Background: an optimization exercise with open tools, aiming at small area. Do not read the settings as production practice. In this exercise RTL edits were held to simulation tests only and were not proved equivalent to the original. Power is estimated from default activity; no workload was simulated.

<file path="flow/flow/run.sh">
#!/bin/bash
# Own layout flow: the standard ORFS flow (standard.sh, synthesis
# unchanged), with smaller port buffers, a lighter clock tree and synthesis's
# speed-sized gates brought back to their smallest drive strength.
# Power grid, tap cells, placement and routing are the standard flow's.
set -euo pipefail
cd "$(dirname "$0")/.."
HERE="$(pwd)"

# Every input and output port still gets its own buffer; it is buf_1 rather
# than the flow's default pick, as the ports only drive/see light loads.
export BUFFER_PORTS_ARGS="-buffer_cell sky130_fd_sc_hd__buf_1"

# After floorplan: smallest drive strength for each logic gate; placement's
# repair_design and the later timing repairs size up where needed.
export POST_FLOORPLAN_TCL="$HERE/flow/downsize.tcl"

# Clock tree of clkbuf_8 clusters, without the dummy loads CTS adds for
# balancing.
export CTS_ARGS="-sink_clustering_enable -repair_clock_nets -dont_use_dummy_load -buf_list {sky130_fd_sc_hd__clkbuf_8} -sink_clustering_size 18 -sink_clustering_max_diameter 80"

bash standard.sh > standard_flow.log 2>&1
</file>
<file path="flow/flow/downsize.tcl">
# Swap every combinational logic cell to the smallest drive strength of the
# same cell (same function and pins). Synthesis sizes some cells up for speed
# that this design does not need; later repair steps size up again wherever
# slew, capacitance or timing call for it.
set db [ord::get_db]
set block [[$db getChip] getBlock]
set dont_use [list]
if { [info exists ::env(DONT_USE_CELLS)] } { set dont_use $::env(DONT_USE_CELLS) }
set masters [dict create]
foreach lib [$db getLibs] {
  foreach m [$lib getMasters] {
    set n [$m getName]
    if { [regexp {^(sky130_fd_sc_hd__[a-z0-9]+)_([0-9]+)$} $n -> base drv] } {
      if { [lsearch -exact $dont_use $n] >= 0 } { continue }
      dict lappend masters $base $m
    }
  }
}
set swapped 0
foreach inst [$block getInsts] {
  set m [$inst getMaster]
  set n [$m getName]
  if { ![regexp {^(sky130_fd_sc_hd__[a-z0-9]+)_([0-9]+)$} $n -> base drv] } { continue }
  set short [string range $base 16 end]
  if { [regexp {^(df|dl|sdf|edf|sedf|tap|fill|decap|conb|clk|buf|inv|bufinv|dly|diode|probe|lpflow|macro)} $short] } { continue }
  if { ![dict exists $masters $base] } { continue }
  set best $m
  set best_area [expr { [$m getWidth] * [$m getHeight] }]
  foreach c [dict get $masters $base] {
    set a [expr { [$c getWidth] * [$c getHeight] }]
    if { $a < $best_area } { set best $c; set best_area $a }
  }
  if { $best ne $m } {
    $inst swapMaster $best
    incr swapped
  }
}
puts "downsize: swapped $swapped cells to smaller drive strengths"
</file>
<file path="flow/standard.sh">
#!/bin/bash
# synth_recipe.tcl (not shown) runs the flow's synth.tcl, then flattens the netlist and writes it again
# the make line also repeats each setting of config.mk as NAME=value (left out here)
make -C /OpenROAD-flow-scripts/flow DESIGN_CONFIG=/design/flow/config.mk WORK_HOME=/design/flow/orfs CLKGATE_MAP_FILE= SYNTH_SCRIPT=/design/flow/synth_recipe.tcl "${@:-finish}"
</file>
<file path="flow/config.mk">
export PLATFORM = sky130hd
export DESIGN_NAME = hwsw_frame_commit
export DESIGN_NICKNAME = hwsw_frame_commit
export VERILOG_FILES = /design/flow/design.v
export SDC_FILE = /design/flow/constraint.sdc
export NUM_CORES = 4
export LEC_CHECK = 0
export CAP_MARGIN = 20
export CORE_MARGIN = 2
export CORE_UTILIZATION = 40
export SLEW_MARGIN = 20
export SYNTH_HIERARCHICAL = 1
export SYNTH_MINIMUM_KEEP_SIZE = 0
</file>
<file path="flow/constraint.sdc">
create_clock -name core_clock -period 5.0 [get_ports {clk}]
set_input_delay 1.0000 -clock core_clock [delete_from_list [all_inputs] [get_ports {clk}]]
set_output_delay 1.0000 -clock core_clock [all_outputs]
set_load 0.01 [all_outputs]
</file>
<file path="flow/design.v">
package hwsw_pkg;
   localparam int COORD_W = 10;
   localparam logic [1:0] IDLE_P = 2'd0;
   localparam logic [1:0] X_P    = 2'd1;
   localparam logic [1:0] Y_P    = 2'd2;
   localparam logic [1:0] ST_P   = 2'd3;
   localparam logic [1:0] S_IDLE    = 2'd0;
   localparam logic [1:0] S_CAPTURE = 2'd1;
   localparam logic [1:0] S_ACK     = 2'd2;
   localparam int REC_W = 2*COORD_W + 6;
endpackage
module hwsw_obj_slot #(
   parameter int SLOT_IDX = 0,
   parameter int SCREEN_H = 480
) (
   input  logic                         clk,
   input  logic                         reset,
   input  logic                         wr_x,        
   input  logic                         wr_x_n,
   input  logic                         wr_y,        
   input  logic                         wr_y_n,
   input  logic                         wr_st,       
   input  logic                         wr_st_n,
   input  logic [31:0]                  wr_data,
   input  logic                         commit,
   input  logic                         commit_n,
   output logic [hwsw_pkg::COORD_W-1:0] active_x,
   output logic [hwsw_pkg::COORD_W-1:0] active_y,
   output logic [2:0]                   active_state,
   output logic [2:0]                   active_typ
);
   localparam int CW = hwsw_pkg::COORD_W;
   localparam bit YFLIP = 1'b0;
   localparam logic [CW-1:0] SCREEN_H_C = CW'(SCREEN_H);
   logic [CW-1:0] sh_x_q, sh_y_q;
   logic [2:0]    sh_st_q, sh_ty_q;
   logic [CW-1:0] ac_x_q, ac_y_q;
   logic [2:0]    ac_st_q, ac_ty_q;
   logic [CW-1:0] y_in;
   assign y_in = (YFLIP && (SLOT_IDX != 0)) ? SCREEN_H_C - wr_data[CW-1:0]
                                            : wr_data[CW-1:0];
   always_ff @(posedge clk) begin
      sh_x_q  <= ({CW{wr_x}}  & wr_data[CW-1:0]) | ({CW{wr_x_n}}  & sh_x_q);
      sh_y_q  <= ({CW{wr_y}}  & y_in)            | ({CW{wr_y_n}}  & sh_y_q);
      sh_st_q <= ({3{wr_st}}  & wr_data[2:0])    | ({3{wr_st_n}}  & sh_st_q);
      sh_ty_q <= ({3{wr_st}}  & wr_data[5:3])    | ({3{wr_st_n}}  & sh_ty_q);
   end
   always_ff @(posedge clk or posedge reset) begin
      if (reset) begin
         ac_x_q  <= '0;
         ac_y_q  <= '0;
         ac_st_q <= '0;
         ac_ty_q <= '0;
      end else begin
         ac_x_q  <= ({CW{commit}} & sh_x_q)  | ({CW{commit_n}} & ac_x_q);
         ac_y_q  <= ({CW{commit}} & sh_y_q)  | ({CW{commit_n}} & ac_y_q);
         ac_st_q <= ({3{commit}}  & sh_st_q) | ({3{commit_n}}  & ac_st_q);
         ac_ty_q <= ({3{commit}}  & sh_ty_q) | ({3{commit_n}}  & ac_ty_q);
      end
   end
   assign active_x     = ac_x_q;
   assign active_y     = ac_y_q;
   assign active_state = ac_st_q;
   assign active_typ   = ac_ty_q;
endmodule
module hwsw_frame_commit #(
   parameter int NUM_OBJ  = 16,
   parameter int SCREEN_H = 480
) (
   input  logic                                 clk,
   input  logic                                 reset,
   input  logic [1:0]                           to_hw_sig,
   input  logic [NUM_OBJ*32-1:0]                to_hw_data,
   input  logic                                 frame_start,
   output logic [1:0]                           to_sw_sig,
   output logic [NUM_OBJ*hwsw_pkg::COORD_W-1:0] obj_x,
   output logic [NUM_OBJ*hwsw_pkg::COORD_W-1:0] obj_y,
   output logic [NUM_OBJ*3-1:0]                 obj_state,
   output logic [NUM_OBJ*3-1:0]                 obj_type,
   output logic                                 frame_committed,
   output logic                                 proto_err
);
   localparam int CW = hwsw_pkg::COORD_W;
   logic [1:0]  state_q, state_d;
   logic [1:0]  cur_phase_q, cur_phase_d;
   logic [1:0]  to_sw_sig_q, to_sw_sig_d;
   logic [2:0]  seen_mask_q, seen_mask_d;
   logic        frame_committed_q, frame_committed_d;
   logic        proto_err_q, proto_err_d;
   logic        commit;
   logic [1:0]  wr_phase;
   logic [2:0]  cur_bit;
   logic        wr_x, wr_y, wr_st;
   always_comb begin
      case (cur_phase_q)
         hwsw_pkg::X_P:  cur_bit = 3'b010;
         hwsw_pkg::Y_P:  cur_bit = 3'b100;
         hwsw_pkg::ST_P: cur_bit = 3'b001;
         default:        cur_bit = 3'b000;
      endcase
   end
   always_comb begin
      state_d           = state_q;
      cur_phase_d       = cur_phase_q;
      to_sw_sig_d       = to_sw_sig_q;
      proto_err_d       = proto_err_q;
      commit            = frame_start && (seen_mask_q == 3'b111);
      frame_committed_d = commit;
      wr_phase          = (state_q == hwsw_pkg::S_CAPTURE) ? cur_phase_q : hwsw_pkg::IDLE_P;
      seen_mask_d       = commit ? 3'b000 : seen_mask_q;
      case (state_q)
         hwsw_pkg::S_IDLE: begin
            to_sw_sig_d = 2'd0;
            if (to_hw_sig != 2'd0) begin
               cur_phase_d = to_hw_sig;
               state_d     = hwsw_pkg::S_CAPTURE;
            end
         end
         hwsw_pkg::S_CAPTURE: begin
            seen_mask_d = seen_mask_d | cur_bit;
            to_sw_sig_d = cur_phase_q;
            state_d     = hwsw_pkg::S_ACK;
         end
         hwsw_pkg::S_ACK: begin
            if (to_hw_sig == 2'd0) begin
               to_sw_sig_d = 2'd0;
               state_d     = hwsw_pkg::S_IDLE;
            end else if (to_hw_sig != cur_phase_q) begin
               proto_err_d = 1'b1;
            end
         end
         default: begin
            to_sw_sig_d = 2'd0;
            state_d     = hwsw_pkg::S_IDLE;
         end
      endcase
   end
   always_ff @(posedge clk or posedge reset) begin
      if (reset) begin
         state_q           <= hwsw_pkg::S_IDLE;
         cur_phase_q       <= hwsw_pkg::IDLE_P;
         to_sw_sig_q       <= 2'd0;
         seen_mask_q       <= 3'b000;
         frame_committed_q <= 1'b0;
         proto_err_q       <= 1'b0;
      end else begin
         state_q           <= state_d;
         cur_phase_q       <= cur_phase_d;
         to_sw_sig_q       <= to_sw_sig_d;
         seen_mask_q       <= seen_mask_d;
         frame_committed_q <= frame_committed_d;
         proto_err_q       <= proto_err_d;
      end
   end
   assign wr_x            = (wr_phase == hwsw_pkg::X_P);
   assign wr_y            = (wr_phase == hwsw_pkg::Y_P);
   assign wr_st           = (wr_phase == hwsw_pkg::ST_P);
   assign to_sw_sig       = to_sw_sig_q;
   assign frame_committed = frame_committed_q;
   assign proto_err       = proto_err_q;
   for (genvar i = 0; i < NUM_OBJ; i++) begin : g_slot
      hwsw_obj_slot #(
         .SLOT_IDX (i),
         .SCREEN_H (SCREEN_H)
      ) u_slot (
         .clk          (clk),
         .reset        (reset),
         .wr_x         (wr_x),
         .wr_x_n       (~wr_x),
         .wr_y         (wr_y),
         .wr_y_n       (~wr_y),
         .wr_st        (wr_st),
         .wr_st_n      (~wr_st),
         .wr_data      (to_hw_data[32*i +: 32]),
         .commit       (commit),
         .commit_n     (~commit),
         .active_x     (obj_x[CW*i +: CW]),
         .active_y     (obj_y[CW*i +: CW]),
         .active_state (obj_state[3*i +: 3]),
         .active_typ   (obj_type[3*i +: 3])
      );
   end
endmodule
</file>
==> results.yml <==
run_status:
  run_status: "complete, no violations"
drt:
  via_per_inst: 5.689
  drt-total-wl_um: 82290
  drc: 0
  drt_iter0_drc: 1471
  postRouteAntennaNets: 0
  routedWlPerCell_um: 24.64
  routed-via-count: 19000
  detailedRoute.firstPassIterationCount: 5
worst_setup_path:
  reg2reg_slack_ps: 1580
  worst-endpoint-required_ps: 5620
  r2r_end: "g_slot[9].u_slot.sh_x_q[9]"
  crit_slowest_cell: "sky130_fd_sc_hd__buf_4"
  startpoint_type: "flop"
  cpPeakStageDelay_ps: 880
  critical_path_cell_by_cell: "nand2_1 -> nor3_2 -> buf_12 -> inv_6 -> buf_4 -> a22o_1"
  crit_type: "reg2reg"
  worst-endpoint-arrival_ps: 4040
  timing.critical_path.to_type: "flop"
  cp-endpoint: "g_slot[9].u_slot.sh_x_q[9]"
  worst-r2r-cell-count: 6
  worst_r2r_startpoint: "state_q[0]"
  crit_start: "state_q[0]"
  cp_max_fo: 94
final_layout:
  multi_input_gate_area_in_the_final_layout_um2: 7477
  post_route_design_area_um2: 30990
  drive_above_1_share_pct: 4.023
  finish.cell_count_without_fillers: 3340
  area_growth_pct: 10.26
  fillCellCount: 6398
  final_nets: 2905
  regArea_um2: 19010
logic_synthesis:
  ys_types: 24
  yosys-top-cells-area: "sky130_fd_sc_hd__dfrtp_1, sky130_fd_sc_hd__dfxtp_1, sky130_fd_sc_hd__a22o_1"
  synthArstFlopShare_pct: 50.65
  post-synth-top-area-cell: "sky130_fd_sc_hd__dfrtp_1"
  postSynthCellCount: 1887
  mapped_avg_cell_area_um2: 14.89
  yosysWarnings: 23
  most_frequent_cells_after_synthesis: "sky130_fd_sc_hd__a22o_1, sky130_fd_sc_hd__dfrtp_1, sky130_fd_sc_hd__dfxtp_1"
  seq_area_frac_synth_pct: 67.66
  synth_top_cell_area_share_pct: 38.02
  ys_ff_latch: 843
  total_standard_cell_area_after_synthesis_um2: 28100
  synth_enable_flop_cells: 0
  yosys_most_used_dff: "sky130_fd_sc_hd__dfrtp_1"
  yosys.cell_count.top_type: "sky130_fd_sc_hd__a22o_1"
  mappedNetlistNets: 2404
clock_network:
  clk_pin_slew_ps: 110
  cts-root-buf: "sky130_fd_sc_hd__clkbuf_8"
  ctsHtreeMaxLevel: 2
  clock_sink_count: 843
  postCtsResizedCells: 0
  cts_inserted_buffers: 53
  cts_post_setup_buffers_inserted: 0
  cts_tree: "built"
  clk-insertion-delay-late_ps: 700
  clk_path_buf_depth: 3
  cts-hold-fix-buffers: 0
floorplan:
  die_width_um: 269.1
  floorplan.die_area_um2: 72390
  fp.dieH_um: 269.1
  floorplan.initialDensity_pct: 40.27
  ios: 937
  core-area_um2: 69790
  row_count: 97
worst_hold_path:
  worst_hold_path.num_cells: 1
  hp-class: "reg2reg"
sta:
  slew_headroom_pct: 17.87
  final.period_utilization_pct: 68.40
  fin_setup_tns_ps: 0
  worst_clock_skew_ps: 45.99
  maxSlewViolCount: 0
  setup-violations-final: 0
  tightestPinTransition_ps: 1232
  max_clock_freq_ghz: 0.2924
  finalCriticalPeriod_ps: 3420
  timing_hold_violations_final: 0
  rsz0062_at_grt: "false"
  fin_worst_hold_slack_ps: 472.6
place:
  count_of_input_and_output_buffers: 584
  placedCellCount: 3273
  dpl.hpwl_um: 50620
  gp_congestion: 0.8022
  total_cell_area_at_the_placement_stage_um2: 30220
job:
  drv.max_cap_violation_count: 0
power:
  peakVddDrop_v: 0.0003492
  power_per_cell_area_nw_per_um2: 686.9
  p_leak_nw: 14.03
grt:
  first_global_vias: 18930
  pin_count_of_the_biggest_net_entering_global_routing: 211
  antenna_violations_before_repair: 24
  grtUsageTotal_pct: 21.72
  gr-total-overflow: 0
  first_pass_grt_wire_length_um: 122100
power by group:
part | leakage [nW] | switching, mW | internal (mW)
clock network | 0.381 | 2.02 | 0.952
logic | 4.62 | 3.68 | 3.06
registers | 9.03 | 1.77 | 9.80
cell families after synthesis:
kind of cell           synth area share [%]
and+or+nand+nor                      0.3873
DFF                                   67.66
muxes                               0.08013
buffers and inverters                 5.320
AOI/OAI and AO/OA                     26.56
sequential cells by signal, summed over array words and instances (netlist names):
name and count:
g_slot.u_slot.sh_st_q 48, g_slot.u_slot.ac_x_q 160, seen_mask_q 3, g_slot.u_slot.sh_y_q 160
proto_err_q 1, g_slot.u_slot.ac_st_q 48, to_sw_sig_q 2, g_slot.u_slot.sh_ty_q 48
frame_committed_q 1, g_slot.u_slot.ac_ty_q 48, cur_phase_q 2, state_q 2
g_slot.u_slot.ac_y_q 160, g_slot.u_slot.sh_x_q 160
worst max-delay path: cells and delay by family (launching register included):
kind	cells	cell delay, ps
buf+inv	3	1890
flops	1	510
compound gates	1	240
simple gates	2	210
routing by layer:
layer	GRT usage, %	vias up	routed length (um)
met1	30.19	9889	35560
met4	6.502	18	2272
met3	6.493	145	7147
met5	0	-	109
li1	-	8258	-
met2	32.75	692	37200
layout make-up:
class | count | area share [%]
flip-flops and latches | 843 | 61.36
well taps | 940 | 3.796
inverters | 23 | 0.3432
diodes | 14 | 0.1131
clock buffers | 53 | 2.354
multi-input cells | 860 | 24.13
repair buffers | 607 | 7.902
how the worst min path moves through the flow:
stage                                            from  slack, ps                          end
after global placement     g_slot[2].u_slot.sh_y_q[9]        450   g_slot[2].u_slot.sh_y_q[9]
final                     g_slot[10].u_slot.sh_x_q[6]        470  g_slot[10].u_slot.ac_x_q[6]
after CTS                             to_hw_data[230]        470   g_slot[7].u_slot.sh_y_q[6]
after floorplan           g_slot[0].u_slot.sh_st_q[2]        440  g_slot[0].u_slot.sh_st_q[2]
after detailed placement  g_slot[10].u_slot.sh_x_q[6]        460  g_slot[10].u_slot.sh_x_q[6]
after global routing      g_slot[10].u_slot.sh_x_q[7]        490  g_slot[10].u_slot.ac_x_q[7]
through the flow:
stage,setup slack [ps],power [mW],util [%]
floorplan,177.5,15.96,-
global placement,1719,18.16,43.27
detailed placement,1660,18.42,43.31
CTS,1907,21.43,44.35
global route,1583,22.51,44.36
finish,1580,21.28,44.40
cell usage in the layout (no fill, tap or decap), drive strengths merged:
cell and n:
a21o 1, a22o 832, a311o 1, and4bb 1, buf 606, clkbuf 54, clkinv 1, dfrtp 427
dfxtp 416, diode 14, inv 22, mux2 2, nand2 9, nand3 1, nand4 1, nor2 1
nor2b 3, nor3 2, o211a 1, o21a 1, o21ai 3, o22ai 1

re-timing with driven ports:
The flow's constraints put no driver on any port. The routed layout listed below was extracted and timed again, unchanged, in two steps.
Step 1: set_driving_cell puts a clkbuf_16 on clk and a buf_2 on each other input, an assumption about the parent block.
Step 2, shift: input delay + t, output delay - t, t = (earliest + latest rising clock arrival at the registers) / 2. This alone moves slack from input paths to output paths.
Three values: ideal, step 1, step 2; two values: the first two.
t (ns): 0.734
setup WS [ns]: 1.580 / 1.580 / 1.580
hold slack, ns: 0.473 / 0.473 / 0.473
latest minus earliest clock arrival (ns): 0.052 / 0.051
worst slew at a driven data input, ns: 0.18
After both steps setup and hold are still met in this run. For this run, drivers alone change the setup slack by 0.000 ns; drivers and shift together by 0.000 ns.
